Background: an optimization exercise with open tools, aiming at small area, a short achievable clock period and few clock cycles. Do not read the settings as production practice.
In this exercise RTL edits were held to simulation tests only and were not proved equivalent to the original.
Power and IR drop assume default switching activity.

==> flow/design.v <==
`default_nettype none
package nnBusPkg;
	typedef enum logic [2:0] {
		SEL_INPUT = 3'd0,
		SEL_HIDDEN_WEIGHT = 3'd1,
		SEL_OUTPUT_INPUT = 3'd2,
		SEL_OUTPUT_WEIGHT = 3'd3,
		SEL_HIDDEN_RESULT = 3'd4,
		SEL_OUTPUT_RESULT = 3'd5,
		SEL_STATUS = 3'd6
	} regSelect;
	typedef logic [8-1:0] busAddr;
	typedef logic [1:0] neuronIndex;
	typedef logic [32-1:0] busWord;
endpackage
`default_nettype wire
`default_nettype none
package nnMathPkg;
	typedef logic signed [16-1:0] operandWord;
	typedef logic signed [32-1:0] accumWord;
	localparam logic LAYER_HIDDEN = 1'b0;
	localparam logic LAYER_OUTPUT = 1'b1;
	localparam logic FETCH_IDLE = 1'b0;
	localparam logic FETCH_RUN = 1'b1;
endpackage
`default_nettype wire
`default_nettype none
module macArray (
	input  logic [23:0] dig,
	input  logic [15:0] w,
	output logic [31:0] ps,
	output logic [31:0] pc
);
	logic t0;
	logic t1;
	logic t2;
	logic t3;
	logic t4;
	logic t5;
	logic t6;
	logic t7;
	logic t8;
	logic t9;
	logic t10;
	logic t11;
	logic t12;
	logic t13;
	logic t14;
	logic t15;
	logic t16;
	logic t17;
	logic t18;
	logic t19;
	logic t20;
	logic t21;
	logic t22;
	logic t23;
	logic t24;
	logic t25;
	logic t26;
	logic t27;
	logic t28;
	logic t29;
	logic t30;
	logic t31;
	logic t32;
	logic t33;
	logic t34;
	logic t35;
	logic t36;
	logic t37;
	logic t38;
	logic t39;
	logic t40;
	logic t41;
	logic t42;
	logic t43;
	logic t44;
	logic t45;
	logic t46;
	logic t47;
	logic t48;
	logic t49;
	logic t50;
	logic t51;
	logic t52;
	logic t53;
	logic t54;
	logic t55;
	logic t56;
	logic t57;
	logic t58;
	logic t59;
	logic t60;
	logic t61;
	logic t62;
	logic t63;
	logic t64;
	logic t65;
	logic t66;
	logic t67;
	logic t68;
	logic t69;
	logic t70;
	logic t71;
	logic t72;
	logic t73;
	logic t74;
	logic t75;
	logic t76;
	logic t77;
	logic t78;
	logic t79;
	logic t80;
	logic t81;
	logic t82;
	logic t83;
	logic t84;
	logic t85;
	logic t86;
	logic t87;
	logic t88;
	logic t89;
	logic t90;
	logic t91;
	logic t92;
	logic t93;
	logic t94;
	logic t95;
	logic t96;
	logic t97;
	logic t98;
	logic t99;
	logic t100;
	logic t101;
	logic t102;
	logic t103;
	logic t104;
	logic t105;
	logic t106;
	logic t107;
	logic t108;
	logic t109;
	logic t110;
	logic t111;
	logic t112;
	logic t113;
	logic t114;
	logic t115;
	logic t116;
	logic t117;
	logic t118;
	logic t119;
	logic t120;
	logic t121;
	logic t122;
	logic t123;
	logic t124;
	logic t125;
	logic t126;
	logic t127;
	logic t128;
	logic t129;
	logic t130;
	logic t131;
	logic t132;
	logic t133;
	logic t134;
	logic t135;
	logic t136;
	logic t137;
	logic t138;
	logic t139;
	logic t140;
	logic t141;
	logic t142;
	logic t143;
	logic t144;
	logic t145;
	logic t146;
	logic t147;
	logic t148;
	logic t149;
	logic t150;
	logic t151;
	logic t152;
	logic t153;
	logic t154;
	logic t155;
	logic t156;
	logic t157;
	logic t158;
	logic t159;
	logic t160;
	logic t161;
	logic t162;
	logic t163;
	logic t164;
	logic t165;
	logic t166;
	logic t167;
	logic t168;
	logic t169;
	logic t170;
	logic t171;
	logic t172;
	logic t173;
	logic t174;
	logic t175;
	logic t176;
	logic t177;
	logic t178;
	logic t179;
	logic t180;
	logic t181;
	logic t182;
	logic t183;
	logic t184;
	logic t185;
	logic t186;
	logic t187;
	logic t188;
	logic t189;
	logic t190;
	logic t191;
	logic t192;
	logic t193;
	logic t194;
	logic t195;
	logic t196;
	logic t197;
	logic t198;
	logic t199;
	logic t200;
	logic t201;
	logic t202;
	logic t203;
	logic t204;
	logic t205;
	logic t206;
	logic t207;
	logic t208;
	logic t209;
	logic t210;
	logic t211;
	logic t212;
	logic t213;
	logic t214;
	logic t215;
	logic t216;
	logic t217;
	logic t218;
	logic t219;
	logic t220;
	logic t221;
	logic t222;
	logic t223;
	logic t224;
	logic t225;
	logic t226;
	logic t227;
	logic t228;
	logic t229;
	logic t230;
	logic t231;
	logic t232;
	logic t233;
	logic t234;
	logic t235;
	logic t236;
	logic t237;
	logic t238;
	logic t239;
	logic t240;
	logic t241;
	logic t242;
	logic t243;
	logic t244;
	logic t245;
	logic t246;
	logic t247;
	logic t248;
	logic t249;
	logic t250;
	logic t251;
	logic t252;
	logic t253;
	logic t254;
	logic t255;
	logic t256;
	logic t257;
	logic t258;
	logic t259;
	logic t260;
	logic t261;
	logic t262;
	logic t263;
	logic t264;
	logic t265;
	logic t266;
	logic t267;
	logic t268;
	logic t269;
	logic t270;
	logic t271;
	logic t272;
	logic t273;
	logic t274;
	logic t275;
	logic t276;
	logic t277;
	logic t278;
	logic t279;
	logic t280;
	logic t281;
	logic t282;
	logic t283;
	logic t284;
	logic t285;
	logic t286;
	logic t287;
	logic t288;
	logic t289;
	logic t290;
	logic t291;
	logic t292;
	logic t293;
	logic t294;
	logic t295;
	logic t296;
	logic t297;
	logic t298;
	logic t299;
	logic t300;
	logic t301;
	logic t302;
	logic t303;
	logic t304;
	logic t305;
	logic t306;
	logic t307;
	logic t308;
	logic t309;
	logic t310;
	logic t311;
	logic t312;
	logic t313;
	logic t314;
	logic t315;
	logic t316;
	logic t317;
	logic t318;
	logic t319;
	logic t320;
	logic t321;
	logic t322;
	logic t323;
	logic t324;
	logic t325;
	logic t326;
	logic t327;
	logic t328;
	logic t329;
	logic t330;
	logic t331;
	logic t332;
	logic t333;
	logic t334;
	logic t335;
	logic t336;
	logic t337;
	logic t338;
	logic t339;
	logic t340;
	logic t341;
	logic t342;
	logic t343;
	logic t344;
	logic t345;
	logic t346;
	logic t347;
	logic t348;
	logic t349;
	logic t350;
	logic t351;
	logic t352;
	logic t353;
	logic t354;
	logic t355;
	logic t356;
	logic t357;
	logic t358;
	logic t359;
	assign t0 = (dig[0] & w[0]) ^ dig[2];
	assign t1 = ((dig[0] & w[1]) | (dig[1] & w[0])) ^ dig[2];
	assign t2 = ((dig[0] & w[2]) | (dig[1] & w[1])) ^ dig[2];
	assign t3 = ((dig[0] & w[3]) | (dig[1] & w[2])) ^ dig[2];
	assign t4 = ((dig[0] & w[4]) | (dig[1] & w[3])) ^ dig[2];
	assign t5 = ((dig[0] & w[5]) | (dig[1] & w[4])) ^ dig[2];
	assign t6 = ((dig[0] & w[6]) | (dig[1] & w[5])) ^ dig[2];
	assign t7 = ((dig[0] & w[7]) | (dig[1] & w[6])) ^ dig[2];
	assign t8 = ((dig[0] & w[8]) | (dig[1] & w[7])) ^ dig[2];
	assign t9 = ((dig[0] & w[9]) | (dig[1] & w[8])) ^ dig[2];
	assign t10 = ((dig[0] & w[10]) | (dig[1] & w[9])) ^ dig[2];
	assign t11 = ((dig[0] & w[11]) | (dig[1] & w[10])) ^ dig[2];
	assign t12 = ((dig[0] & w[12]) | (dig[1] & w[11])) ^ dig[2];
	assign t13 = ((dig[0] & w[13]) | (dig[1] & w[12])) ^ dig[2];
	assign t14 = ((dig[0] & w[14]) | (dig[1] & w[13])) ^ dig[2];
	assign t15 = ((dig[0] & w[15]) | (dig[1] & w[14])) ^ dig[2];
	assign t16 = ~(((dig[0] & w[15]) | (dig[1] & w[15])) ^ dig[2]);
	assign t17 = (dig[3] & w[0]) ^ dig[5];
	assign t18 = ((dig[3] & w[1]) | (dig[4] & w[0])) ^ dig[5];
	assign t19 = ((dig[3] & w[2]) | (dig[4] & w[1])) ^ dig[5];
	assign t20 = ((dig[3] & w[3]) | (dig[4] & w[2])) ^ dig[5];
	assign t21 = ((dig[3] & w[4]) | (dig[4] & w[3])) ^ dig[5];
	assign t22 = ((dig[3] & w[5]) | (dig[4] & w[4])) ^ dig[5];
	assign t23 = ((dig[3] & w[6]) | (dig[4] & w[5])) ^ dig[5];
	assign t24 = ((dig[3] & w[7]) | (dig[4] & w[6])) ^ dig[5];
	assign t25 = ((dig[3] & w[8]) | (dig[4] & w[7])) ^ dig[5];
	assign t26 = ((dig[3] & w[9]) | (dig[4] & w[8])) ^ dig[5];
	assign t27 = ((dig[3] & w[10]) | (dig[4] & w[9])) ^ dig[5];
	assign t28 = ((dig[3] & w[11]) | (dig[4] & w[10])) ^ dig[5];
	assign t29 = ((dig[3] & w[12]) | (dig[4] & w[11])) ^ dig[5];
	assign t30 = ((dig[3] & w[13]) | (dig[4] & w[12])) ^ dig[5];
	assign t31 = ((dig[3] & w[14]) | (dig[4] & w[13])) ^ dig[5];
	assign t32 = ((dig[3] & w[15]) | (dig[4] & w[14])) ^ dig[5];
	assign t33 = ~(((dig[3] & w[15]) | (dig[4] & w[15])) ^ dig[5]);
	assign t34 = (dig[6] & w[0]) ^ dig[8];
	assign t35 = ((dig[6] & w[1]) | (dig[7] & w[0])) ^ dig[8];
	assign t36 = ((dig[6] & w[2]) | (dig[7] & w[1])) ^ dig[8];
	assign t37 = ((dig[6] & w[3]) | (dig[7] & w[2])) ^ dig[8];
	assign t38 = ((dig[6] & w[4]) | (dig[7] & w[3])) ^ dig[8];
	assign t39 = ((dig[6] & w[5]) | (dig[7] & w[4])) ^ dig[8];
	assign t40 = ((dig[6] & w[6]) | (dig[7] & w[5])) ^ dig[8];
	assign t41 = ((dig[6] & w[7]) | (dig[7] & w[6])) ^ dig[8];
	assign t42 = ((dig[6] & w[8]) | (dig[7] & w[7])) ^ dig[8];
	assign t43 = ((dig[6] & w[9]) | (dig[7] & w[8])) ^ dig[8];
	assign t44 = ((dig[6] & w[10]) | (dig[7] & w[9])) ^ dig[8];
	assign t45 = ((dig[6] & w[11]) | (dig[7] & w[10])) ^ dig[8];
	assign t46 = ((dig[6] & w[12]) | (dig[7] & w[11])) ^ dig[8];
	assign t47 = ((dig[6] & w[13]) | (dig[7] & w[12])) ^ dig[8];
	assign t48 = ((dig[6] & w[14]) | (dig[7] & w[13])) ^ dig[8];
	assign t49 = ((dig[6] & w[15]) | (dig[7] & w[14])) ^ dig[8];
	assign t50 = ~(((dig[6] & w[15]) | (dig[7] & w[15])) ^ dig[8]);
	assign t51 = (dig[9] & w[0]) ^ dig[11];
	assign t52 = ((dig[9] & w[1]) | (dig[10] & w[0])) ^ dig[11];
	assign t53 = ((dig[9] & w[2]) | (dig[10] & w[1])) ^ dig[11];
	assign t54 = ((dig[9] & w[3]) | (dig[10] & w[2])) ^ dig[11];
	assign t55 = ((dig[9] & w[4]) | (dig[10] & w[3])) ^ dig[11];
	assign t56 = ((dig[9] & w[5]) | (dig[10] & w[4])) ^ dig[11];
	assign t57 = ((dig[9] & w[6]) | (dig[10] & w[5])) ^ dig[11];
	assign t58 = ((dig[9] & w[7]) | (dig[10] & w[6])) ^ dig[11];
	assign t59 = ((dig[9] & w[8]) | (dig[10] & w[7])) ^ dig[11];
	assign t60 = ((dig[9] & w[9]) | (dig[10] & w[8])) ^ dig[11];
	assign t61 = ((dig[9] & w[10]) | (dig[10] & w[9])) ^ dig[11];
	assign t62 = ((dig[9] & w[11]) | (dig[10] & w[10])) ^ dig[11];
	assign t63 = ((dig[9] & w[12]) | (dig[10] & w[11])) ^ dig[11];
	assign t64 = ((dig[9] & w[13]) | (dig[10] & w[12])) ^ dig[11];
	assign t65 = ((dig[9] & w[14]) | (dig[10] & w[13])) ^ dig[11];
	assign t66 = ((dig[9] & w[15]) | (dig[10] & w[14])) ^ dig[11];
	assign t67 = ~(((dig[9] & w[15]) | (dig[10] & w[15])) ^ dig[11]);
	assign t68 = (dig[12] & w[0]) ^ dig[14];
	assign t69 = ((dig[12] & w[1]) | (dig[13] & w[0])) ^ dig[14];
	assign t70 = ((dig[12] & w[2]) | (dig[13] & w[1])) ^ dig[14];
	assign t71 = ((dig[12] & w[3]) | (dig[13] & w[2])) ^ dig[14];
	assign t72 = ((dig[12] & w[4]) | (dig[13] & w[3])) ^ dig[14];
	assign t73 = ((dig[12] & w[5]) | (dig[13] & w[4])) ^ dig[14];
	assign t74 = ((dig[12] & w[6]) | (dig[13] & w[5])) ^ dig[14];
	assign t75 = ((dig[12] & w[7]) | (dig[13] & w[6])) ^ dig[14];
	assign t76 = ((dig[12] & w[8]) | (dig[13] & w[7])) ^ dig[14];
	assign t77 = ((dig[12] & w[9]) | (dig[13] & w[8])) ^ dig[14];
	assign t78 = ((dig[12] & w[10]) | (dig[13] & w[9])) ^ dig[14];
	assign t79 = ((dig[12] & w[11]) | (dig[13] & w[10])) ^ dig[14];
	assign t80 = ((dig[12] & w[12]) | (dig[13] & w[11])) ^ dig[14];
	assign t81 = ((dig[12] & w[13]) | (dig[13] & w[12])) ^ dig[14];
	assign t82 = ((dig[12] & w[14]) | (dig[13] & w[13])) ^ dig[14];
	assign t83 = ((dig[12] & w[15]) | (dig[13] & w[14])) ^ dig[14];
	assign t84 = ~(((dig[12] & w[15]) | (dig[13] & w[15])) ^ dig[14]);
	assign t85 = (dig[15] & w[0]) ^ dig[17];
	assign t86 = ((dig[15] & w[1]) | (dig[16] & w[0])) ^ dig[17];
	assign t87 = ((dig[15] & w[2]) | (dig[16] & w[1])) ^ dig[17];
	assign t88 = ((dig[15] & w[3]) | (dig[16] & w[2])) ^ dig[17];
	assign t89 = ((dig[15] & w[4]) | (dig[16] & w[3])) ^ dig[17];
	assign t90 = ((dig[15] & w[5]) | (dig[16] & w[4])) ^ dig[17];
	assign t91 = ((dig[15] & w[6]) | (dig[16] & w[5])) ^ dig[17];
	assign t92 = ((dig[15] & w[7]) | (dig[16] & w[6])) ^ dig[17];
	assign t93 = ((dig[15] & w[8]) | (dig[16] & w[7])) ^ dig[17];
	assign t94 = ((dig[15] & w[9]) | (dig[16] & w[8])) ^ dig[17];
	assign t95 = ((dig[15] & w[10]) | (dig[16] & w[9])) ^ dig[17];
	assign t96 = ((dig[15] & w[11]) | (dig[16] & w[10])) ^ dig[17];
	assign t97 = ((dig[15] & w[12]) | (dig[16] & w[11])) ^ dig[17];
	assign t98 = ((dig[15] & w[13]) | (dig[16] & w[12])) ^ dig[17];
	assign t99 = ((dig[15] & w[14]) | (dig[16] & w[13])) ^ dig[17];
	assign t100 = ((dig[15] & w[15]) | (dig[16] & w[14])) ^ dig[17];
	assign t101 = ~(((dig[15] & w[15]) | (dig[16] & w[15])) ^ dig[17]);
	assign t102 = (dig[18] & w[0]) ^ dig[20];
	assign t103 = ((dig[18] & w[1]) | (dig[19] & w[0])) ^ dig[20];
	assign t104 = ((dig[18] & w[2]) | (dig[19] & w[1])) ^ dig[20];
	assign t105 = ((dig[18] & w[3]) | (dig[19] & w[2])) ^ dig[20];
	assign t106 = ((dig[18] & w[4]) | (dig[19] & w[3])) ^ dig[20];
	assign t107 = ((dig[18] & w[5]) | (dig[19] & w[4])) ^ dig[20];
	assign t108 = ((dig[18] & w[6]) | (dig[19] & w[5])) ^ dig[20];
	assign t109 = ((dig[18] & w[7]) | (dig[19] & w[6])) ^ dig[20];
	assign t110 = ((dig[18] & w[8]) | (dig[19] & w[7])) ^ dig[20];
	assign t111 = ((dig[18] & w[9]) | (dig[19] & w[8])) ^ dig[20];
	assign t112 = ((dig[18] & w[10]) | (dig[19] & w[9])) ^ dig[20];
	assign t113 = ((dig[18] & w[11]) | (dig[19] & w[10])) ^ dig[20];
	assign t114 = ((dig[18] & w[12]) | (dig[19] & w[11])) ^ dig[20];
	assign t115 = ((dig[18] & w[13]) | (dig[19] & w[12])) ^ dig[20];
	assign t116 = ((dig[18] & w[14]) | (dig[19] & w[13])) ^ dig[20];
	assign t117 = ((dig[18] & w[15]) | (dig[19] & w[14])) ^ dig[20];
	assign t118 = ~(((dig[18] & w[15]) | (dig[19] & w[15])) ^ dig[20]);
	assign t119 = (dig[21] & w[0]) ^ dig[23];
	assign t120 = ((dig[21] & w[1]) | (dig[22] & w[0])) ^ dig[23];
	assign t121 = ((dig[21] & w[2]) | (dig[22] & w[1])) ^ dig[23];
	assign t122 = ((dig[21] & w[3]) | (dig[22] & w[2])) ^ dig[23];
	assign t123 = ((dig[21] & w[4]) | (dig[22] & w[3])) ^ dig[23];
	assign t124 = ((dig[21] & w[5]) | (dig[22] & w[4])) ^ dig[23];
	assign t125 = ((dig[21] & w[6]) | (dig[22] & w[5])) ^ dig[23];
	assign t126 = ((dig[21] & w[7]) | (dig[22] & w[6])) ^ dig[23];
	assign t127 = ((dig[21] & w[8]) | (dig[22] & w[7])) ^ dig[23];
	assign t128 = ((dig[21] & w[9]) | (dig[22] & w[8])) ^ dig[23];
	assign t129 = ((dig[21] & w[10]) | (dig[22] & w[9])) ^ dig[23];
	assign t130 = ((dig[21] & w[11]) | (dig[22] & w[10])) ^ dig[23];
	assign t131 = ((dig[21] & w[12]) | (dig[22] & w[11])) ^ dig[23];
	assign t132 = ((dig[21] & w[13]) | (dig[22] & w[12])) ^ dig[23];
	assign t133 = ((dig[21] & w[14]) | (dig[22] & w[13])) ^ dig[23];
	assign t134 = ((dig[21] & w[15]) | (dig[22] & w[14])) ^ dig[23];
	assign t135 = ~(((dig[21] & w[15]) | (dig[22] & w[15])) ^ dig[23]);
	assign t136 = dig[17] ^ t10;
	assign t137 = dig[17] & t10;
	assign t138 = t11 ^ t26;
	assign t139 = t11 & t26;
	assign t140 = dig[20] ^ t12 ^ t27;
	assign t141 = (dig[20] & t12) | (dig[20] & t27) | (t12 & t27);
	assign t142 = t42 ^ t57;
	assign t143 = t42 & t57;
	assign t144 = t13 ^ t28 ^ t43;
	assign t145 = (t13 & t28) | (t13 & t43) | (t28 & t43);
	assign t146 = t58 ^ t73;
	assign t147 = t58 & t73;
	assign t148 = dig[23] ^ t14 ^ t29;
	assign t149 = (dig[23] & t14) | (dig[23] & t29) | (t14 & t29);
	assign t150 = t44 ^ t59 ^ t74;
	assign t151 = (t44 & t59) | (t44 & t74) | (t59 & t74);
	assign t152 = t89 ^ t104;
	assign t153 = t89 & t104;
	assign t154 = t15 ^ t30 ^ t45;
	assign t155 = (t15 & t30) | (t15 & t45) | (t30 & t45);
	assign t156 = t60 ^ t75 ^ t90;
	assign t157 = (t60 & t75) | (t60 & t90) | (t75 & t90);
	assign t158 = t105 ^ t120;
	assign t159 = t105 & t120;
	assign t160 = 1'b1 ^ t16 ^ t31;
	assign t161 = (1'b1 & t16) | (1'b1 & t31) | (t16 & t31);
	assign t162 = t46 ^ t61 ^ t76;
	assign t163 = (t46 & t61) | (t46 & t76) | (t61 & t76);
	assign t164 = t91 ^ t106 ^ t121;
	assign t165 = (t91 & t106) | (t91 & t121) | (t106 & t121);
	assign t166 = 1'b1 ^ t32 ^ t47;
	assign t167 = (1'b1 & t32) | (1'b1 & t47) | (t32 & t47);
	assign t168 = t62 ^ t77 ^ t92;
	assign t169 = (t62 & t77) | (t62 & t92) | (t77 & t92);
	assign t170 = t107 ^ t122;
	assign t171 = t107 & t122;
	assign t172 = t33 ^ t48 ^ t63;
	assign t173 = (t33 & t48) | (t33 & t63) | (t48 & t63);
	assign t174 = t78 ^ t93 ^ t108;
	assign t175 = (t78 & t93) | (t78 & t108) | (t93 & t108);
	assign t176 = 1'b1 ^ t49 ^ t64;
	assign t177 = (1'b1 & t49) | (1'b1 & t64) | (t49 & t64);
	assign t178 = t79 ^ t94;
	assign t179 = t79 & t94;
	assign t180 = t50 ^ t65 ^ t80;
	assign t181 = (t50 & t65) | (t50 & t80) | (t65 & t80);
	assign t182 = 1'b1 ^ t66;
	assign t183 = 1'b1 & t66;
	assign t184 = dig[11] ^ t6;
	assign t185 = dig[11] & t6;
	assign t186 = t7 ^ t22;
	assign t187 = t7 & t22;
	assign t188 = dig[14] ^ t8 ^ t23;
	assign t189 = (dig[14] & t8) | (dig[14] & t23) | (t8 & t23);
	assign t190 = t38 ^ t53;
	assign t191 = t38 & t53;
	assign t192 = t9 ^ t24 ^ t39;
	assign t193 = (t9 & t24) | (t9 & t39) | (t24 & t39);
	assign t194 = t54 ^ t69;
	assign t195 = t54 & t69;
	assign t196 = t25 ^ t40 ^ t55;
	assign t197 = (t25 & t40) | (t25 & t55) | (t40 & t55);
	assign t198 = t70 ^ t85 ^ t136;
	assign t199 = (t70 & t85) | (t70 & t136) | (t85 & t136);
	assign t200 = t41 ^ t56 ^ t71;
	assign t201 = (t41 & t56) | (t41 & t71) | (t56 & t71);
	assign t202 = t86 ^ t137 ^ t138;
	assign t203 = (t86 & t137) | (t86 & t138) | (t137 & t138);
	assign t204 = t72 ^ t87 ^ t102;
	assign t205 = (t72 & t87) | (t72 & t102) | (t87 & t102);
	assign t206 = t139 ^ t142 ^ t140;
	assign t207 = (t139 & t142) | (t139 & t140) | (t142 & t140);
	assign t208 = t88 ^ t103 ^ t141;
	assign t209 = (t88 & t103) | (t88 & t141) | (t103 & t141);
	assign t210 = t143 ^ t146 ^ t144;
	assign t211 = (t143 & t146) | (t143 & t144) | (t146 & t144);
	assign t212 = t119 ^ t145 ^ t147;
	assign t213 = (t119 & t145) | (t119 & t147) | (t145 & t147);
	assign t214 = t152 ^ t148 ^ t150;
	assign t215 = (t152 & t148) | (t152 & t150) | (t148 & t150);
	assign t216 = t149 ^ t151 ^ t153;
	assign t217 = (t149 & t151) | (t149 & t153) | (t151 & t153);
	assign t218 = t158 ^ t154 ^ t156;
	assign t219 = (t158 & t154) | (t158 & t156) | (t154 & t156);
	assign t220 = t155 ^ t157 ^ t159;
	assign t221 = (t155 & t157) | (t155 & t159) | (t157 & t159);
	assign t222 = t160 ^ t162 ^ t164;
	assign t223 = (t160 & t162) | (t160 & t164) | (t162 & t164);
	assign t224 = t161 ^ t163 ^ t165;
	assign t225 = (t161 & t163) | (t161 & t165) | (t163 & t165);
	assign t226 = t170 ^ t166 ^ t168;
	assign t227 = (t170 & t166) | (t170 & t168) | (t166 & t168);
	assign t228 = t123 ^ t167 ^ t169;
	assign t229 = (t123 & t167) | (t123 & t169) | (t167 & t169);
	assign t230 = t171 ^ t172 ^ t174;
	assign t231 = (t171 & t172) | (t171 & t174) | (t172 & t174);
	assign t232 = t109 ^ t124 ^ t173;
	assign t233 = (t109 & t124) | (t109 & t173) | (t124 & t173);
	assign t234 = t175 ^ t178 ^ t176;
	assign t235 = (t175 & t178) | (t175 & t176) | (t178 & t176);
	assign t236 = t95 ^ t110 ^ t125;
	assign t237 = (t95 & t110) | (t95 & t125) | (t110 & t125);
	assign t238 = t177 ^ t179 ^ t180;
	assign t239 = (t177 & t179) | (t177 & t180) | (t179 & t180);
	assign t240 = t81 ^ t96 ^ t111;
	assign t241 = (t81 & t96) | (t81 & t111) | (t96 & t111);
	assign t242 = t126 ^ t181 ^ t182;
	assign t243 = (t126 & t181) | (t126 & t182) | (t181 & t182);
	assign t244 = t67 ^ t82 ^ t97;
	assign t245 = (t67 & t82) | (t67 & t97) | (t82 & t97);
	assign t246 = t112 ^ t127 ^ t183;
	assign t247 = (t112 & t127) | (t112 & t183) | (t127 & t183);
	assign t248 = 1'b1 ^ t83 ^ t98;
	assign t249 = (1'b1 & t83) | (1'b1 & t98) | (t83 & t98);
	assign t250 = t113 ^ t128;
	assign t251 = t113 & t128;
	assign t252 = t84 ^ t99 ^ t114;
	assign t253 = (t84 & t99) | (t84 & t114) | (t99 & t114);
	assign t254 = 1'b1 ^ t100;
	assign t255 = 1'b1 & t100;
	assign t256 = dig[8] ^ t4;
	assign t257 = dig[8] & t4;
	assign t258 = t5 ^ t20;
	assign t259 = t5 & t20;
	assign t260 = t21 ^ t36 ^ t51;
	assign t261 = (t21 & t36) | (t21 & t51) | (t36 & t51);
	assign t262 = t37 ^ t52 ^ t185;
	assign t263 = (t37 & t52) | (t37 & t185) | (t52 & t185);
	assign t264 = t68 ^ t187 ^ t190;
	assign t265 = (t68 & t187) | (t68 & t190) | (t187 & t190);
	assign t266 = t189 ^ t191 ^ t194;
	assign t267 = (t189 & t191) | (t189 & t194) | (t191 & t194);
	assign t268 = t193 ^ t195 ^ t196;
	assign t269 = (t193 & t195) | (t193 & t196) | (t195 & t196);
	assign t270 = t197 ^ t200 ^ t199;
	assign t271 = (t197 & t200) | (t197 & t199) | (t200 & t199);
	assign t272 = t201 ^ t204 ^ t203;
	assign t273 = (t201 & t204) | (t201 & t203) | (t204 & t203);
	assign t274 = t205 ^ t207 ^ t208;
	assign t275 = (t205 & t207) | (t205 & t208) | (t207 & t208);
	assign t276 = t209 ^ t211 ^ t212;
	assign t277 = (t209 & t211) | (t209 & t212) | (t211 & t212);
	assign t278 = t213 ^ t215 ^ t216;
	assign t279 = (t213 & t215) | (t213 & t216) | (t215 & t216);
	assign t280 = t217 ^ t219 ^ t220;
	assign t281 = (t217 & t219) | (t217 & t220) | (t219 & t220);
	assign t282 = t221 ^ t223 ^ t224;
	assign t283 = (t221 & t223) | (t221 & t224) | (t223 & t224);
	assign t284 = t225 ^ t227 ^ t228;
	assign t285 = (t225 & t227) | (t225 & t228) | (t227 & t228);
	assign t286 = t229 ^ t231 ^ t232;
	assign t287 = (t229 & t231) | (t229 & t232) | (t231 & t232);
	assign t288 = t236 ^ t233 ^ t235;
	assign t289 = (t236 & t233) | (t236 & t235) | (t233 & t235);
	assign t290 = t237 ^ t240 ^ t239;
	assign t291 = (t237 & t240) | (t237 & t239) | (t240 & t239);
	assign t292 = t241 ^ t244 ^ t243;
	assign t293 = (t241 & t244) | (t241 & t243) | (t244 & t243);
	assign t294 = t245 ^ t250 ^ t248;
	assign t295 = (t245 & t250) | (t245 & t248) | (t250 & t248);
	assign t296 = t129 ^ t249 ^ t251;
	assign t297 = (t129 & t249) | (t129 & t251) | (t249 & t251);
	assign t298 = t115 ^ t130 ^ t253;
	assign t299 = (t115 & t130) | (t115 & t253) | (t130 & t253);
	assign t300 = t101 ^ t116 ^ t131;
	assign t301 = (t101 & t116) | (t101 & t131) | (t116 & t131);
	assign t302 = 1'b1 ^ t117;
	assign t303 = 1'b1 & t117;
	assign t304 = dig[5] ^ t2;
	assign t305 = dig[5] & t2;
	assign t306 = t3 ^ t18;
	assign t307 = t3 & t18;
	assign t308 = t19 ^ t34 ^ t256;
	assign t309 = (t19 & t34) | (t19 & t256) | (t34 & t256);
	assign t310 = t35 ^ t257 ^ t258;
	assign t311 = (t35 & t257) | (t35 & t258) | (t257 & t258);
	assign t312 = t259 ^ t184 ^ t260;
	assign t313 = (t259 & t184) | (t259 & t260) | (t184 & t260);
	assign t314 = t261 ^ t186 ^ t262;
	assign t315 = (t261 & t186) | (t261 & t262) | (t186 & t262);
	assign t316 = t188 ^ t263 ^ t264;
	assign t317 = (t188 & t263) | (t188 & t264) | (t263 & t264);
	assign t318 = t192 ^ t265 ^ t266;
	assign t319 = (t192 & t265) | (t192 & t266) | (t265 & t266);
	assign t320 = t267 ^ t198 ^ t268;
	assign t321 = (t267 & t198) | (t267 & t268) | (t198 & t268);
	assign t322 = t269 ^ t202 ^ t270;
	assign t323 = (t269 & t202) | (t269 & t270) | (t202 & t270);
	assign t324 = t206 ^ t271 ^ t272;
	assign t325 = (t206 & t271) | (t206 & t272) | (t271 & t272);
	assign t326 = t210 ^ t273 ^ t274;
	assign t327 = (t210 & t273) | (t210 & t274) | (t273 & t274);
	assign t328 = t214 ^ t275 ^ t276;
	assign t329 = (t214 & t275) | (t214 & t276) | (t275 & t276);
	assign t330 = t218 ^ t277 ^ t278;
	assign t331 = (t218 & t277) | (t218 & t278) | (t277 & t278);
	assign t332 = t222 ^ t279 ^ t280;
	assign t333 = (t222 & t279) | (t222 & t280) | (t279 & t280);
	assign t334 = t226 ^ t281 ^ t282;
	assign t335 = (t226 & t281) | (t226 & t282) | (t281 & t282);
	assign t336 = t230 ^ t283 ^ t284;
	assign t337 = (t230 & t283) | (t230 & t284) | (t283 & t284);
	assign t338 = t234 ^ t285 ^ t286;
	assign t339 = (t234 & t285) | (t234 & t286) | (t285 & t286);
	assign t340 = t238 ^ t287 ^ t288;
	assign t341 = (t238 & t287) | (t238 & t288) | (t287 & t288);
	assign t342 = t242 ^ t289 ^ t290;
	assign t343 = (t242 & t289) | (t242 & t290) | (t289 & t290);
	assign t344 = t246 ^ t291 ^ t292;
	assign t345 = (t246 & t291) | (t246 & t292) | (t291 & t292);
	assign t346 = t247 ^ t294 ^ t293;
	assign t347 = (t247 & t294) | (t247 & t293) | (t294 & t293);
	assign t348 = t252 ^ t295 ^ t296;
	assign t349 = (t252 & t295) | (t252 & t296) | (t295 & t296);
	assign t350 = t254 ^ t297 ^ t298;
	assign t351 = (t254 & t297) | (t254 & t298) | (t297 & t298);
	assign t352 = t255 ^ t300 ^ t299;
	assign t353 = (t255 & t300) | (t255 & t299) | (t300 & t299);
	assign t354 = t132 ^ t301 ^ t302;
	assign t355 = (t132 & t301) | (t132 & t302) | (t301 & t302);
	assign t356 = t118 ^ t133 ^ t303;
	assign t357 = (t118 & t133) | (t118 & t303) | (t133 & t303);
	assign t358 = 1'b1 ^ t134;
	assign t359 = 1'b1 & t134;
	assign ps[0] = dig[2];
	assign pc[0] = t0;
	assign ps[1] = t1;
	assign pc[1] = 1'b0;
	assign ps[2] = t17;
	assign pc[2] = t304;
	assign ps[3] = t305;
	assign pc[3] = t306;
	assign ps[4] = t307;
	assign pc[4] = t308;
	assign ps[5] = t309;
	assign pc[5] = t310;
	assign ps[6] = t311;
	assign pc[6] = t312;
	assign ps[7] = t313;
	assign pc[7] = t314;
	assign ps[8] = t315;
	assign pc[8] = t316;
	assign ps[9] = t317;
	assign pc[9] = t318;
	assign ps[10] = t319;
	assign pc[10] = t320;
	assign ps[11] = t321;
	assign pc[11] = t322;
	assign ps[12] = t323;
	assign pc[12] = t324;
	assign ps[13] = t325;
	assign pc[13] = t326;
	assign ps[14] = t327;
	assign pc[14] = t328;
	assign ps[15] = t329;
	assign pc[15] = t330;
	assign ps[16] = t331;
	assign pc[16] = t332;
	assign ps[17] = t333;
	assign pc[17] = t334;
	assign ps[18] = t335;
	assign pc[18] = t336;
	assign ps[19] = t337;
	assign pc[19] = t338;
	assign ps[20] = t339;
	assign pc[20] = t340;
	assign ps[21] = t341;
	assign pc[21] = t342;
	assign ps[22] = t343;
	assign pc[22] = t344;
	assign ps[23] = t345;
	assign pc[23] = t346;
	assign ps[24] = t348;
	assign pc[24] = t347;
	assign ps[25] = t349;
	assign pc[25] = t350;
	assign ps[26] = t351;
	assign pc[26] = t352;
	assign ps[27] = t354;
	assign pc[27] = t353;
	assign ps[28] = t355;
	assign pc[28] = t356;
	assign ps[29] = t358;
	assign pc[29] = t357;
	assign ps[30] = t135;
	assign pc[30] = t359;
	assign ps[31] = 1'b1;
	assign pc[31] = 1'b0;
endmodule
`default_nettype wire
`default_nettype none
module nnAccelerator (
	input  logic                 CLOCK1_50,
	input  logic                 resetHidden,
	input  logic                 busWrite,
	input  logic [2:0]           busSel,
	input  logic [1:0]           busNeuron,
	input  logic [8-1:0]   busAddr,
	input  logic [32-1:0]  busWriteData,
	output logic [32-1:0]  busReadData
);
	logic [15:0] xMem [16];
	logic [15:0] w1Mem [64];
	logic [15:0] hMem [4];
	logic [15:0] w2Mem [12];
	logic [15:0] wd;
	logic inRange16;
	logic inRange4;
	logic wrX;
	logic wrW1;
	logic wrH;
	logic wrW2;
	assign wd = busWriteData[15:0];
	assign inRange16 = busAddr < 8'd16;
	assign inRange4 = busAddr < 8'd4;
	assign wrX = busWrite && busSel == 3'd0 && inRange16;
	assign wrW1 = busWrite && busSel == 3'd1 && inRange16;
	assign wrH = busWrite && busSel == 3'd2 && inRange4;
	assign wrW2 = busWrite && busSel == 3'd3 && inRange4 && busNeuron != 2'd3;
	always_ff @(posedge CLOCK1_50) begin
		for (int k = 0; k < 16; k++)
			if (wrX && busAddr[3:0] == 4'(k))
				xMem[k] <= wd;
		for (int k = 0; k < 64; k++)
			if (wrW1 && {busNeuron, busAddr[3:0]} == 6'(k))
				w1Mem[k] <= wd;
		for (int k = 0; k < 4; k++)
			if (wrH && busAddr[1:0] == 2'(k))
				hMem[k] <= wd;
		for (int k = 0; k < 12; k++)
			if (wrW2 && {busNeuron, busAddr[1:0]} == 4'(k))
				w2Mem[k] <= wd;
	end
	logic clrH;
	logic stH;
	logic clrO;
	logic stO;
	assign clrH = wrX && busAddr[3:0] == 4'd0;
	assign stH = wrX && busAddr[3:0] == 4'd15;
	assign clrO = wrH && busAddr[1:0] == 2'd0;
	assign stO = wrH && busAddr[1:0] == 2'd3;
	logic colH;
	logic cleanH;
	logic [14:1] seenH;
	logic colO;
	logic cleanO;
	logic [2:1] seenO;
	logic fastH;
	logic fastO;
	assign fastH = colH && cleanH && &seenH;
	assign fastO = colO && cleanO && &seenO;
	always_ff @(posedge CLOCK1_50) begin
		if (resetHidden) begin
			colH <= 1'b0;
			colO <= 1'b0;
		end else begin
			if (clrH) begin
				colH <= 1'b1;
				cleanH <= 1'b1;
				seenH <= '0;
			end else if (stH) begin
				colH <= 1'b0;
			end else if (wrX) begin
				for (int k = 1; k < 15; k++)
					if (busAddr[3:0] == 4'(k)) begin
						seenH[k] <= 1'b1;
						if (seenH[k])
							cleanH <= 1'b0;
					end
			end else if (wrW1) begin
				cleanH <= 1'b0;
			end
			if (clrO) begin
				colO <= 1'b1;
				cleanO <= 1'b1;
				seenO <= '0;
			end else if (stO) begin
				colO <= 1'b0;
			end else if (wrH) begin
				for (int k = 1; k < 3; k++)
					if (busAddr[1:0] == 2'(k)) begin
						seenO[k] <= 1'b1;
						if (seenO[k])
							cleanO <= 1'b0;
					end
			end else if (wrW2) begin
				cleanO <= 1'b0;
			end
		end
	end
	logic fbAct;
	logic fbLay;
	logic [3:0] fbCnt;
	logic fbLast;
	assign fbLast = fbLay ? fbCnt == 4'd3 : fbCnt == 4'd15;
	always_ff @(posedge CLOCK1_50) begin
		if (resetHidden) begin
			fbAct <= 1'b0;
		end else if (fbAct) begin
			fbCnt <= fbCnt + 4'd1;
			if (fbLast)
				fbAct <= 1'b0;
		end else if ((stH && !fastH) || (stO && !fastO)) begin
			fbAct <= 1'b1;
			fbLay <= stO;
			fbCnt <= 4'd0;
		end
	end
	logic doneH;
	logic doneO;
	always_ff @(posedge CLOCK1_50) begin
		if (resetHidden) begin
			doneH <= 1'b0;
			doneO <= 1'b0;
		end else begin
			if (clrH)
				doneH <= 1'b0;
			else if ((stH && fastH) || (fbAct && fbLast && !fbLay))
				doneH <= 1'b1;
			if (clrO)
				doneO <= 1'b0;
			else if ((stO && fastO) || (fbAct && fbLast && fbLay))
				doneO <= 1'b1;
		end
	end
	logic itemV;
	logic itemLay;
	logic itemFirst;
	logic [3:0] itemIdx;
	logic [15:0] itemX;
	logic [23:0] itemDig;
	always_comb begin
		if (fbAct) begin
			itemV = 1'b1;
			itemLay = fbLay;
			itemFirst = fbCnt == 4'd0;
			itemIdx = fbCnt;
			itemX = fbLay ? hMem[fbCnt[1:0]] : xMem[fbCnt];
		end else begin
			itemV = (wrX && (colH || clrH)) || (wrH && (colO || clrO));
			itemLay = busSel[1];
			itemFirst = busAddr[3:0] == 4'd0;
			itemIdx = busAddr[3:0];
			itemX = wd;
		end
	end
	logic [16:0] xExt;
	assign xExt = {itemX, 1'b0};
	for (genvar j = 0; j < 8; j++) begin : gBooth
		assign itemDig[3*j] = xExt[2*j+1] ^ xExt[2*j];
		assign itemDig[3*j+1] = (xExt[2*j+2] && !xExt[2*j+1] && !xExt[2*j]) ||
			(!xExt[2*j+2] && xExt[2*j+1] && xExt[2*j]);
		assign itemDig[3*j+2] = xExt[2*j+2];
	end
	logic [15:0] selW1;
	logic [3:0] selW2;
	logic [3:0][15:0] itemW;
	always_comb begin
		for (int k = 0; k < 16; k++)
			selW1[k] = !itemLay && itemIdx == 4'(k);
		for (int k = 0; k < 4; k++)
			selW2[k] = itemLay && itemIdx[1:0] == 2'(k);
		for (int n = 0; n < 4; n++) begin
			itemW[n] = '0;
			for (int k = 0; k < 16; k++)
				itemW[n] = itemW[n] | ({16{selW1[k]}} & w1Mem[n*16 + k]);
			if (n < 3)
				for (int k = 0; k < 4; k++)
					itemW[n] = itemW[n] | ({16{selW2[k]}} & w2Mem[n*4 + k]);
		end
	end
	logic r0V;
	logic r0Lay;
	logic r0First;
	logic [23:0] r0Dig;
	logic [3:0][15:0] r0W;
	always_ff @(posedge CLOCK1_50) begin
		if (resetHidden)
			r0V <= 1'b0;
		else
			r0V <= itemV;
		r0Lay <= itemLay;
		r0First <= itemFirst;
		r0Dig <= itemDig;
		r0W <= itemW;
	end
	logic [3:0][31:0] prodS;
	logic [3:0][31:0] prodC;
	for (genvar n = 0; n < 4; n++) begin : gLane
		macArray lane (.dig(r0Dig), .w(r0W[n]), .ps(prodS[n]), .pc(prodC[n]));
	end
	logic r1V;
	logic r1Lay;
	logic [3:0][31:0] r1S;
	logic [3:0][31:0] r1C;
	logic [3:0][31:0] r1Base;
	logic [3:0][31:0] accH;
	logic [2:0][31:0] accO;
	logic [3:0][31:0] laneSum;
	logic addH;
	logic addO;
	logic fwdH;
	logic fwdO;
	assign addH = !r0First && !r0Lay;
	assign addO = !r0First && r0Lay;
	assign fwdH = addH && r1V && !r1Lay;
	assign fwdO = addO && r1V && r1Lay;
	always_ff @(posedge CLOCK1_50) begin
		if (resetHidden)
			r1V <= 1'b0;
		else
			r1V <= r0V;
		r1Lay <= r0Lay;
		r1S <= prodS;
		r1C <= prodC;
		for (int n = 0; n < 4; n++) begin
			if (fwdH || fwdO)
				r1Base[n] <= laneSum[n];
			else if (n < 3)
				r1Base[n] <= ({32{addH}} & accH[n]) | ({32{addO}} & accO[n]);
			else
				r1Base[n] <= {32{addH}} & accH[n];
		end
	end
	for (genvar n = 0; n < 4; n++) begin : gSum
		logic [31:0] s3;
		logic [31:0] c3;
		assign s3 = r1Base[n] ^ r1S[n] ^ r1C[n];
		assign c3 = (r1Base[n] & r1S[n]) | (r1Base[n] & r1C[n]) | (r1S[n] & r1C[n]);
		assign laneSum[n] = s3 + {c3[30:0], 1'b0};
	end
	always_ff @(posedge CLOCK1_50) begin
		for (int n = 0; n < 4; n++)
			if (r1V && !r1Lay)
				accH[n] <= laneSum[n];
		for (int n = 0; n < 3; n++)
			if (r1V && r1Lay)
				accO[n] <= laneSum[n];
	end
	logic [31:0] rdEarly;
	logic [31:0] rd;
	logic readSum;
	logic qX;
	logic qH;
	logic qY1;
	logic qY2;
	logic qSt;
	logic [15:0] xRd;
	logic [15:0] hRd;
	logic [31:0] y1Rd;
	logic [31:0] y2Rd;
	assign qX = busSel == 3'd0 && inRange16;
	assign qH = busSel == 3'd2 && inRange4;
	assign qY1 = busSel == 3'd4 && inRange4 && doneH;
	assign qY2 = busSel == 3'd5 && busAddr < 8'd3 && doneO;
	assign qSt = busSel == 3'd6;
	assign xRd = xMem[busAddr[3:0]];
	assign hRd = hMem[busAddr[1:0]];
	assign y1Rd = accH[busAddr[1:0]];
	assign y2Rd = busAddr[1] ? accO[2] : accO[busAddr[0]];
	assign rdEarly = ({32{qX}} & {{16{xRd[15]}}, xRd}) |
		({32{qH}} & {{16{hRd[15]}}, hRd}) |
		({32{qY1}} & y1Rd) |
		({32{qY2}} & y2Rd) |
		{30'd0, qSt && doneO, qSt && doneH};
	assign readSum = r1V && (r1Lay ? qY2 : qY1);
	assign rd = readSum ? laneSum[busAddr[1:0]] : rdEarly;
	always_ff @(posedge CLOCK1_50)
		busReadData <= rd;
endmodule
`default_nettype wire
==> flow/config.mk <==
export PLATFORM = sky130hd
export DESIGN_NAME = nnAccelerator
export DESIGN_NICKNAME = nnAccelerator
export VERILOG_FILES = /design/flow/design.v
export SDC_FILE = /design/flow/constraint.sdc
export NUM_CORES = 4
export LEC_CHECK = 0
export CAP_MARGIN = 10
export CORE_MARGIN = 2
export CORE_UTILIZATION = 60
export CTS_CLUSTER_DIAMETER = 100
export CTS_CLUSTER_SIZE = 24
export SLEW_MARGIN = 10
==> flow/constraint.sdc <==
create_clock -name core_clock -period 10.0 [get_ports {CLOCK1_50}]
set_input_delay 2.0000 -clock core_clock [delete_from_list [all_inputs] [get_ports {CLOCK1_50}]]
set_output_delay 2.0000 -clock core_clock [all_outputs]
set_load 0.01 [all_outputs]
==> flow/flow/run.sh <==
#!/bin/bash
# Standard layout, with timing repair aiming below the clock period by
# SETUP_SLACK_MARGIN (the clock period and constraints are unchanged).
set -euo pipefail
bash standard.sh SETUP_SLACK_MARGIN=6.3 finish > make_finish.log 2>&1
==> flow/standard.sh <==
#!/bin/bash
# synth_recipe.tcl (not shown) runs the flow's synth.tcl, then flattens the netlist and writes it again
# the make line also repeats each setting of config.mk as NAME=value (left out here)
make -C /OpenROAD-flow-scripts/flow DESIGN_CONFIG=/design/flow/config.mk WORK_HOME=/design/flow/orfs CLKGATE_MAP_FILE= SYNTH_SCRIPT=/design/flow/synth_recipe.tcl "${@:-finish}"
==> summary.txt, run 1 <==
switching pwr=13,700 uW; synthesized flop and latch total=between 2,000 and 2,500; Int Pwr=19,700 uW; crit-path max FO=16; Buf/Inv on CP=3; initial antenna violation count=17; leakage power=0.0428 uW; Compound-Gate Fraction of Synth Area=14.7%; Setup crit start=busAddr[0]; Tmin final=3.72 ns; crit end category=flop; CP endpoint=busReadData[13]$_DFF_P_; crit path cell chain=clkbuf_16, nand2b_4, buf_4, nor2_2, buf_4, a22o_1, a221oi_1, nand4_1, o221ai_4, nand3_1, o21ai_0, a21oi_2; clock slew at the register clock pins of the worst setup and hold paths=0.11 ns; Post-synth EDFFs=1,783; top cells by area, synth=edfxtp_1, dfxtp_1, fa_1, a22oi_1, xnor2_1; hold_ws=about 0.45 ns; worst skew pair latency=0.84 ns; largest family of logic cells by synthesized area=compound AO/OA/AOI/OAI gates; status=complete, no violations; f_max=approximately 270 MHz; Clock Sinks=2,282; crit path DAT=4.38 ns; DP HPWL=231,000 um; setup slack, reg-to-reg=6.31 ns; Die X-Extent=432 um; share of the synthesized area in the top cell type=48.8%; combinational share of power=48.4%; Clock Tree Root=clkbuf_16; ys flop type=edfxtp_1; num ports=80; sequential cell area=0.0637 mm2; post-layout util=67.5%; Startpoint Class=primary input; pwr/cell area=273 mW/mm2; CP top delay family=compound AO/OA/AOI/OAI gates; most used cell, CP=buf_4; CTS max path bufs=3; post-synthesis mux area share=2.92%; Async S/R FF share, synth=0%; Inserted Clock Buffers=106; XOR/XNOR share of the synthesized area=under 10%; routing usage on met1=between 50% and 60%; Crit path depth=12; GPL Wtd Cong=about 0.95; adder-cell share of the synthesized area=11.0%; Placed Instances=10,119; port buffer count=63; final setup fails=0; Initial DRC Count=12,294; Hold Violations, Final=0; number of synthesis warnings=5; syn_nets=8,845; Nets=8,885; CTS tree=done; largest area contributor in the netlist=edfxtp_1; Clk pwr share=15.3%; worst min path class=reg2reg; Synth Area in Simple Gates=4.56%; average cell area after synthesis=13.5 um2; Layout area overhead=11.5%; Post-Syn Instances=8,112; switching part of the total power=41.0%; Most Crowded Layer GR=met2; fin. max-slew vios=0; Worst R2R Start=r1C[34]$_DFF_P_; Post-DRT Antenna Nets=0; Slew @ Worst Pin=1.34 ns; Die Ht=432 um; CP max stage cell=o221ai_4; Core ar.=between 0.15 and 0.2 mm2; routed length per instance=approximately 36 um; routed wire length=384,000 um; pin count of the biggest net entering global routing=130; part of the power in registers=36.3%; met3 GRT Util=under 10%; Synth Cell Area=between 0.1 and 0.15 mm2; Setup CP Type=in2reg; fraction of layout instances using a drive strength above 1=between 10% and 20%; Peak VDD IR=0.000345 V; Fillers=12,948; Worst Reg-to-Reg Cells=10; vias in the first global route=72,917; met2 GRT Util=around three fifths; routed via count=75,700; initial core utilization=about three fifths; final period utilization=37.2%; RSZ-0062 raised after global routing=yes; Clock Skews=0.0516 ns; sequential area share after synthesis=57.9%; Max Cap Viol=0; Netlist cell types=98; hold-fix buffers at CTS=0; die area=0.186 mm2; grt ovf=0; H-Tree Level Count=3; FF-to-FF End=busReadData[14]$_DFF_P_; area of the multi-input gates=around 0.045 mm2; Avg Vias per Cell=7.13; DRT Pass-1 Iters=9; fin cells=10,622; gr usage total=40.3%; first-pass GRT wire length=534,000 um; Fin Setup TNS=0 ns; Worst path max stage delay=around 0.48 ns; row cnt=156; relative slew slack=under 10%; DR DRC count=0; CP required=10.66 ns
[final cells by class]
| cell class | count | share of cell area [%] |
|---|---|---|
| sequential | 2282 | 52.0 |
| inverter | 397 | 1.23 |
| multi-input combinational | 4791 | 36.5 |
| antenna | 8 | 0.0164 |
| timing repair buffer | 574 | 5.25 |
| tap | 2370 | 2.42 |
| clock inverter | 12 | 0.154 |
| clock buffer | 188 | 2.44 |
[cells in the mapped netlist (16+ instances only)]
master	count
a211oi_1	32
a21o_1	66
a21oi_1	219
a221oi_1	237
a222oi_1	110
a22o_1	248
a22oi_1	717
a31oi_1	18
and2_1	21
and3_1	44
buf_1	101
buf_2	75
clkbuf_1	466
dfxtp_1	499
edfxtp_1	1783
fa_1	472
ha_1	213
inv_1	396
mux2_2	16
mux2i_1	167
mux4_2	60
nand2_1	405
nand2b_1	22
nand3_1	83
nand4_1	108
nor2_1	252
nor2b_1	22
nor3_1	35
o211ai_1	24
o21a_1	29
o21ai_0	170
o21ai_1	16
o221ai_1	19
o31ai_1	95
xnor2_1	388
xor2_1	269
[power by group through the flow]
stage | sequential (uW) | combinational, uW | clock [uW]
after floorplan | 12100 | 9230 | 0
after global placement | 12400 | 13800 | 0
after detailed placement | 12400 | 14100 | 0
after CTS | 12100 | 15200 | 5150
after global routing | 12200 | 17200 | 5440
final | 12100 | 16200 | 5120
[metal layers]
| layer | vias to the layer above | routed length [um] |
|---|---|---|
| met5 | - | 68 |
| met4 | 10 | 26400 |
| met3 | 1170 | 47300 |
| met2 | 5507 | 170000 |
| met1 | 38271 | 140000 |
| li1 | 30742 | - |
[flip-flops by register name, indices dropped and copies added (netlist names), 96 cells and up]
register  cells
w1Mem      1024
r1S         121
r1C         120
xMem        256
r1Base      128
w2Mem       192
accO         96
accH        128
[stage by stage]
| step | total power, uW | setup WS [ns] | instance area [um2] |
|---|---|---|---|
| 2_1_floorplan | 21300 | 5.66 | 111000 |
| 3_3_place_gp | 26200 | 3.63 | 113000 |
| 3_5_place_dp | 26400 | 3.55 | 113000 |
| 4_1_cts | 32500 | 6.22 | 121000 |
| 5_1_grt | 34900 | 6.26 | 122000 |
| 6_report | 33400 | 6.28 | 122000 |
[cells in the final DEF (no fill, tap or decap), types with 26 or more instances in the layout]
master and instances:
o21a_1 26, dfxtp_2 32, xor2_1 258, mux4_2 60
o21ai_0 163, dfxtp_1 443, nand2_1 384, buf_6 33
fa_1 465, nor2_1 129, and3_1 41, edfxtp_1 1783
nor2_2 45, a22o_1 247, nor2_4 85, buf_12 113
inv_1 393, nand3_1 75, buf_4 352, a21oi_2 29
a21o_1 66, clkbuf_1 80, a22oi_1 714, nand4_1 108
a222oi_1 110, ha_1 201, nor3_1 29, a21oi_1 192
clkbuf_16 113, xnor2_1 364, a221oi_1 231, o31ai_1 89
mux2i_1 165
[cells by family (layout without fill, tap and decap cells)]
| logic type | Yosys count | count (layout) |
|---|---|---|
| buf+inv | 1046 | 1171 |
| flops | 2282 | 2282 |
| other cells | 0 | 8 |
| mux | 243 | 243 |
| xor+xnor | 657 | 657 |
| fa+ha+maj | 685 | 685 |
| compound gates | 2130 | 2131 |
| simple gates | 1069 | 1075 |
[worst min-delay path by stage]
| stage | slack, ns | startpoint | end | depth (start not counted) |
|---|---|---|---|---|
| 6_report | 0.45 | r0V$_SDFF_PP0_ | r1V$_SDFF_PP0_ | 1 |
| 3_5_place_dp | 0.43 | r0V$_SDFF_PP0_ | r1V$_SDFF_PP0_ | 1 |
| 2_1_floorplan | 0.33 | r0Lay$_DFF_P_ | r1Lay$_DFF_P_ | 0 |
| 3_3_place_gp | 0.43 | r0V$_SDFF_PP0_ | r1V$_SDFF_PP0_ | 1 |
| 4_1_cts | 0.45 | r0V$_SDFF_PP0_ | r1V$_SDFF_PP0_ | 1 |
| 5_1_grt | 0.47 | w1Mem[22][6]$_DFFE_PP_ | r0W[22]$_DFF_P_ | 1 |
[what timing repair did]
action	in CTS	in global routing
buffers inserted	193	82
gates cloned	13	7
pin swaps	101	63
gates resized for setup	415	156
setup endpoints to repair	1924	604
Testbench counts, summed over its fixed seeds: cycles 1,856.
==> run 2: changes to the inputs <==
==> flow/config.mk (replaced) <==
export PLATFORM = sky130hd
export DESIGN_NAME = nnAccelerator
export DESIGN_NICKNAME = nnAccelerator
export VERILOG_FILES = /design/flow/design.v
export SDC_FILE = /design/flow/constraint.sdc
export NUM_CORES = 4
export LEC_CHECK = 0
export CAP_MARGIN = 20
export CORE_MARGIN = 2
export CORE_UTILIZATION = 60
export CTS_CLUSTER_DIAMETER = 150
export CTS_CLUSTER_SIZE = 24
export SLEW_MARGIN = 20
==> run 2 against run 1 <==
  * Sequential power is essentially flat
  * Clock power is 1% lower
  * Utilization decreased by 0.45 points
  * Worst setup slack gained 0.0048 ns
  * Synthesized cell count unchanged
  * Maximum frequency increased by 0.13%
  * Non-clock buffer count fell by 64
  * Highest routed layer unchanged
==> summary.txt, run 2 <==
Avg Vias per Cell=7.16 (+0.48%); setup slack, reg-to-reg=6.30 ns (about the same); num ports=80 (unchanged); Synth Cell Area=0.110 mm2 (unchanged); most frequent cells in the layout=edfxtp_1, a22oi_1, fa_1; Async S/R FF share, synth=0% (unchanged); CTS tree=done; Placed Instances=10,120 (+0.0099%); DP HPWL=232,000 um (about the same); Largest register FFs=1,024 (unchanged); fin. max-slew vios=0 (unchanged); f_max=269 MHz (+0.13%); port buffer count=63 (unchanged); crit path DAT=4.42 ns (+0.04 ns); Setup crit start=busSel[1]; Die X-Extent=432 um (unchanged); H-Tree Level Count=3 (unchanged); vias in the first global route=72,899 (-0.025%); switching pwr=13,600 uW (-0.36%); final period utilization=37.2% (-0.048 points); first-pass GRT wire length=534,000 um (about the same); row cnt=156 (unchanged); routed length per instance=36.2 um (about the same); Int Pwr=19,500 uW (-1.0%); total chip power=33,200 uW (-0.73%); hold wc startpoint=r0V$_SDFF_PP0_; CP max stage cell=nand4_1; most used cell, CP=buf_4; pwr/cell area=273 mW/mm2 (about the same); Core ar.=0.181 mm2 (unchanged); part of the power in registers=36.6% (+0.3 points); Post-DRT Antenna Nets=0 (unchanged); switching part of the total power=41.1% (+0.16 points); most common cell after layout, fill and taps aside=edfxtp_1; Hold Path End=r1V$_SDFF_PP0_; Post-synth EDFFs=1,783 (unchanged); Slew @ Worst Pin=1.27 ns (-0.0719 ns); largest reg by FF count=w1Mem; routed wire length=382,000 um (-0.55%); leakage power=0.0423 uW (-1.2%); Clock Sinks=2,282 (unchanged); top-count cell post-synth=edfxtp_1; Tmin final=3.72 ns (-0.00481 ns); share of the synthesized area in the top cell type=48.8% (unchanged); CP required=10.71 ns (+0.05 ns); gr usage total=40.3% (about the same); final setup margin=6.28 ns (+0.00481 ns); top cells by area, synth=edfxtp_1, dfxtp_1, fa_1, a22oi_1, xnor2_1; worst skew pair latency=0.83 ns (about the same); commonest cells in the netlist=edfxtp_1, a22oi_1, dfxtp_1, fa_1, clkbuf_1; ys flop type=edfxtp_1; die area=0.186 mm2 (unchanged); CTS max path bufs=3 (unchanged); Clock Tree Root=clkbuf_16; Initial DRC Count=12,315 (+0.17%); Inserted Clock Buffers=105 (-0.94%); DRT Pass-1 Iters=9 (unchanged); Nets=8,820 (-0.73%); routed via count=75,606 (-0.12%); RSZ-0062 raised after global routing=yes; syn_nets=8,845 (unchanged); dpl ws=3.54 ns (-0.0140 ns); Post-Syn Instances=8,112 (unchanged); final setup fails=0 (unchanged); Netlist cell types=98 (unchanged); synthesized flop and latch total=2,282 (unchanged); top flop regs=w1Mem (1024), xMem (256), w2Mem (192); grt ovf=0 (unchanged); Hold Violations, Final=0 (unchanged); Setup CP Type=in2reg; crit path cell chain=clkbuf_4, nor3_1, a21o_2, nand2_4, nor2_4, buf_12, buf_4, buf_4, a22o_1, a221oi_1, nand4_1, a211o_1; number of synthesis warnings=5 (unchanged); cell count of the worst hold path=1 (unchanged); Clock Skews=0.0368 ns (-0.0148 ns); Max Cap Viol=0 (unchanged); relative slew slack=14.5% (+4.8 points); status=complete, no violations; Worst Reg-to-Reg Cells=11 (+1); Peak VDD IR=0.000354 V (+2.6%); clock slew at the register clock pins of the worst setup and hold paths=0.11 ns (about the same); Clk pwr share=15.2% (about the same); pin count of the biggest net entering global routing=130 (unchanged); DR DRC count=0 (unchanged); Startpoint Class=primary input; average cell area after synthesis=13.5 um2 (unchanged); crit-path max FO=6 (-10); initial core utilization=60.5% (unchanged); combinational share of power=48.2% (-0.2 points); Fin Setup TNS=0 ns (unchanged); Buf/Inv on CP=4 (+1); Worst R2R Start=r1C[6]$_DFF_P_; fin cells=10,558 (-0.60%); fraction of layout instances using a drive strength above 1=13.4% (-0.96 points); sequential area share after synthesis=57.9% (unchanged); Worst path max stage delay=0.35 ns (-0.13 ns); Die Ht=432 um (unchanged); largest area contributor in the netlist=edfxtp_1; GPL Wtd Cong=0.949 (unchanged); hold_ws=0.457 ns (+0.00356 ns); FF-to-FF End=r1Base[31]$_DFF_P_; initial antenna violation count=20 (+3); crit end category=flop; worst min path class=reg2reg; CP top delay family=compound AO/OA/AOI/OAI gates; Layout area overhead=10.8%
run 2: cell count changes in the layout (fill, tap and decap cells not counted), sizes merged, moves of 2 or more:
cell | previous run | this run
buf | 520 | 456
clkdlybuf4s50 | 6 | 1
diode | 8 | 10
dlygate4sd2 | 23 | 34
clkdlybuf4s15 | 1 | 5
clkinv | 7 | 5
dlymetal6s2s | 11 | 2
run 2: cells by family after synthesis:
group | after synthesis | share of synthesized area, %
flip-flops | 2282 | 57.9
adder cells (fa/ha/maj) | 685 | 11.0
XOR/XNOR | 657 | 5.24
AND/OR/NAND/NOR | 1069 | 4.56
buffers and inverters | 1046 | 3.69
multiplexers | 243 | 2.92
AO/OA/AOI/OAI | 2130 | 14.7
run 2: stage by stage:
| step | utilization (%) | cell area [um2] |
|---|---|---|
| 6_report | 67.1 | 122000 |
| 3_3_place_gp | 62.5 | 113000 |
| 2_1_floorplan | - | 111000 |
| 4_1_cts | 66.4 | 120000 |
| 5_1_grt | 67.1 | 122000 |
| 3_5_place_dp | 62.6 | 113000 |
run 2: power by group through the flow:
| stage | clock network [uW] | logic (uW) | registers, uW |
|---|---|---|---|
| floorplan | 0 | 9230 | 12100 |
| CTS | 5080 | 15100 | 12100 |
| global placement | 0 | 13800 | 12400 |
| detailed placement | 0 | 14100 | 12400 |
| global route | 5380 | 17000 | 12200 |
| finish | 5050 | 16000 | 12100 |
run 2: worst max-delay path by stage:
stage                                    endpoint  slack [ns]  depth (start not counted)
after floorplan             xMem[10][0]$_DFFE_PP_        5.66                          7
after global placement    w1Mem[20][13]$_DFFE_PP_        3.63                          7
after detailed placement   w1Mem[53][1]$_DFFE_PP_        3.54                          7
after CTS                 busReadData[20]$_DFF_P_        6.20                         11
after global routing              r0W[22]$_DFF_P_        6.25                         11
final                             r0W[30]$_DFF_P_        6.28                         12
run 2: what timing repair did:
item                                    4_1_cts  5_1_grt
setup buffers                               175       39
hold buffers                                  0        0
pin swaps                                    97       44
endpoints found under the setup margin     1929      503
cloned                                       11        5
resized for setup                           399      147
run 2: final cells by class:
class | count | area [um2]
Inverter | 397 | 1500
Tap cell | 2370 | 2970
Fill cell | 12966 | 59700
Clock inverter | 8 | 160
Clock buffer | 190 | 2950
Timing Repair Buffer | 510 | 5720
Multi-Input combinational cell | 4791 | 44600
Antenna cell | 10 | 25.0
Sequential cell | 2282 | 63600
run 2: routing by layer:
metal / vias up / wire length (um) / global-route usage [%] / part of all wire [%]
met5: - / 45 / 0 / 0.012
met4: 6 / 25900 / 22.1 / 6.8
met3: 1130 / 46800 / 9.21 / 12
met2: 5547 / 170000 / 61.0 / 44
met1: 38310 / 139000 / 54.4 / 36
li1: 30613 / - / - / -
==> run 3: changes to the inputs <==
--- a/flow/config.mk
+++ b/flow/config.mk
@@ -8,6 +8,7 @@
 export CAP_MARGIN = 20
 export CORE_MARGIN = 2
 export CORE_UTILIZATION = 60
-export CTS_CLUSTER_DIAMETER = 150
+export CTS_CLUSTER_DIAMETER = 100
 export CTS_CLUSTER_SIZE = 24
+export PLACE_DENSITY = 0.75
 export SLEW_MARGIN = 20
==> run 3 against run 2 <==
  * Via count grew 1.5%
  * Synthesized cell count unchanged
  * Cell count decreased by 0.38%
  * Sequential share of layout area about the same
  * Clock power about the same
  * Critical path depth is 7 lower
  * Die area stayed put
  * Global-route usage fell by 1.9 points
  * Clock-buffer cell count fell by 15
  * Critical path type unchanged
==> summary.txt, run 3 <==
Die X-Extent=432 um (unchanged); Avg Vias per Cell=7.29 (+1.8%); pwr/cell area=269 mW/mm2 (-1.4%); Cell Area, Placed=0.113 mm2 (-0.30%); row cnt=156 (unchanged); f_max=262 MHz (-2.6%); Highest Signal Layer=met5; die area=0.186 mm2 (unchanged); Met2 Wirelength=160,000 um (-5.7%); Initial DRC Count=13,507 (+9.7%); hold-fix buffers at CTS=0 (unchanged); Clock Sinks=2,282 (unchanged); top flop regs=w1Mem (1024), xMem (256), w2Mem (192); ys flop type=edfxtp_1; number of synthesis warnings=5 (unchanged); Final Cell Area=0.122 mm2 (about the same); setup slack, reg-to-reg=6.19 ns (-0.11 ns); Post-DRT Antenna Nets=0 (unchanged); grt ovf=0 (unchanged); Setup CP Type=in2reg; sequential area share after synthesis=57.9% (unchanged); CTS tree=done; M1 WL=124,000 um (-11%); commonest cells in the netlist=edfxtp_1, a22oi_1, dfxtp_1, fa_1, clkbuf_1; port buffer count=63 (unchanged); Largest register FFs=1,024 (unchanged); post-layout util=67.0% (about the same); Die Ht=432 um (unchanged); Layout area overhead=10.7% (about the same); Core ar.=0.181 mm2 (unchanged); Slew @ Worst Pin=1.12 ns (-0.155 ns); Clock Skews=0.0604 ns (+0.0236 ns); hold wc startpoint=w1Mem[6][9]$_DFFE_PP_; synthesized flop and latch total=2,282 (unchanged); pin count of the biggest net entering global routing=101 (-22%); cell count of the worst hold path=1 (unchanged); top-count cell post-synth=edfxtp_1; relative slew slack=25.0% (+10 points); crit end category=flop; share of the synthesized area in the top cell type=48.8% (unchanged); num ports=80 (unchanged); average cell area after synthesis=13.5 um2 (unchanged); Startpoint Class=primary input; Fillers=12,340 (-4.8%); largest reg by FF count=w1Mem; first-pass GRT wire length=517,000 um (-3.3%); initial core utilization=60.5% (unchanged); Worst Reg-to-Reg Cells=11 (unchanged); worst skew pair latency=0.84 ns (about the same); DP HPWL=219,000 um (-5.4%); CP required=10.51 ns (-0.20 ns); Inserted Clock Buffers=106 (+0.95%); Post-synth EDFFs=1,783 (unchanged); final setup fails=0 (unchanged); total chip power=32,700 uW (-1.4%); Placed Instances=10,093 (-0.27%); clock slew at the register clock pins of the worst setup and hold paths=0.10 ns (about the same); Clock Tree Root=clkbuf_16; Tmin final=3.82 ns (+0.0999 ns); Post-Syn Instances=8,112 (unchanged); syn_nets=8,845 (unchanged); routed length per instance=34.7 um (-4.0%); Peak VDD IR=0.000279 V (-21%); area of the multi-input gates=0.0447 mm2 (+0.10%); Async S/R FF share, synth=0% (unchanged); status=complete, no violations; crit path DAT=4.33 ns (-0.09 ns); Worst R2R Start=r1Base[108]$_DFF_P_; CTS max path bufs=3 (unchanged); Max Cap Viol=0 (unchanged); Hold Path End=r0W[9]$_DFF_P_; crit-path max FO=16 (+10); fin. max-slew vios=0 (unchanged); Synth Cell Area=0.110 mm2 (unchanged); DRT Pass-1 Iters=14 (+5); gr usage total=38.4% (-1.9 points); fin cells=10,518 (-0.38%); DR DRC count=0 (unchanged); vias in the first global route=74,457 (+2.1%); fraction of layout instances using a drive strength above 1=13.4% (+0.033 points); routed wire length=365,000 um (-4.4%); most common cell after layout, fill and taps aside=edfxtp_1; leakage power=0.0423 uW (about the same); RSZ-0062 raised after global routing=yes; largest area contributor in the netlist=edfxtp_1; worst min path class=reg2reg; initial antenna violation count=22 (+10%); most frequent cells in the layout=edfxtp_1, a22oi_1, fa_1; sequential cell area=0.0637 mm2 (about the same); Hold Violations, Final=0 (unchanged); final period utilization=38.2% (+1.0 points); Nets=8,798 (-0.25%); Netlist cell types=98 (unchanged); routed via count=76,703 (+1.5%); FF-to-FF End=busReadData[31]$_DFF_P_; metal3 WL=58,300 um (+25%); H-Tree Level Count=3 (unchanged); top cells by area, synth=edfxtp_1, dfxtp_1, fa_1, a22oi_1, xnor2_1; Fin Setup TNS=0 ns (unchanged); GPL Wtd Cong=0.966 (+1.8%)
## run 3: changes by cell type in the layout (fill, tap and decap cells not counted), moves of 10 or more
cell,delta
clkbuf_1,-18
buf_12,-16
a221oi_1,-12
nor2_1,+11
buf_6,+10
buf_4,-27
a221oi_2,+10
## run 3: worst max-delay path by stage
stage                  from                      end  slack [ns]  cells past startpoint
4_1_cts          busAddr[0]  busReadData[13]$_DFF_P_        6.25                     11
6_report       busNeuron[1]   w1Mem[34][6]$_DFFE_PP_        6.18                      5
3_3_place_gp     busAddr[3]          r0W[16]$_DFF_P_        3.67                     10
2_1_floorplan    busAddr[7]    xMem[10][0]$_DFFE_PP_        5.66                      7
3_5_place_dp     busAddr[3]          r0W[16]$_DFF_P_        3.62                     10
5_1_grt          busAddr[6]  busReadData[30]$_DFF_P_        6.19                     14
## run 3: metrics by stage
stage	hold WS, ns	setup WS (ns)
global route	0.478	6.19
detailed placement	0.436	3.62
floorplan	0.329	5.66
global placement	0.438	3.67
finish	0.468	6.18
CTS	0.462	6.25
## run 3: power by group
| group | internal, uW | switching, uW | leakage [uW] | total [uW] |
|---|---|---|---|---|
| logic | 5740 | 9740 | 0.0205 | 15500 |
| clock network | 2050 | 2990 | 0.00148 | 5040 |
| registers | 11600 | 560 | 0.0203 | 12200 |
| total | 19400 | 13300 | 0.0423 | 32700 |
## run 3: cell families (layout without fill, tap and decap cells)
group | count (synthesis) | count (layout) | synth area share (%)
DFF | 2282 | 2282 | 57.9
AOI/OAI and AO/OA | 2130 | 2131 | 14.7
and+or+nand+nor | 1069 | 1075 | 4.56
buffers and inverters | 1046 | 1070 | 3.69
adders and majority gates | 685 | 685 | 11.0
xor gates and xnor gates | 657 | 657 | 5.24
muxes | 243 | 243 | 2.92
other | 0 | 5 | 0
## run 3: per-layer routing
layer	track usage, %	up-vias
met1	50.5	37870
met5	0	-
met4	19.5	18
met3	12.4	1352
li1	-	30580
met2	57.4	6883
## run 3: cell type report
class,instances,share of cell area [%]
inverter,397,1.24
clock inverter,11,0.165
antenna,5,0.0103
tap,2370,2.44
multi-input combinational,4791,36.8
sequential,2282,52.4
timing repair buffer,487,4.59
clock buffer,175,2.41
## run 3: critical path: stages
cell,delay (ns)
clkdlybuf4s50_1,0.81
nor2b_1,0.55
nand2_8,0.24
nor2_4,0.38
buf_4,0.31
## run 3: what timing repair did
item / 4_1_cts / 5_1_grt
gates cloned: 15 / 3
hold endpoints to repair: 0 / 0
buffers inserted: 157 / 56
pin swaps: 88 / 65
gates resized for setup: 392 / 196
setup endpoints to repair: 1927 / 605

Setup slack of run 3, layout unchanged: 6.184 ns with ideal ports, 6.106 ns with driving cells assumed (clock clkbuf_16, inputs buf_2), 5.204 ns with port delays also shifted by the 0.903 ns mid clock arrival.
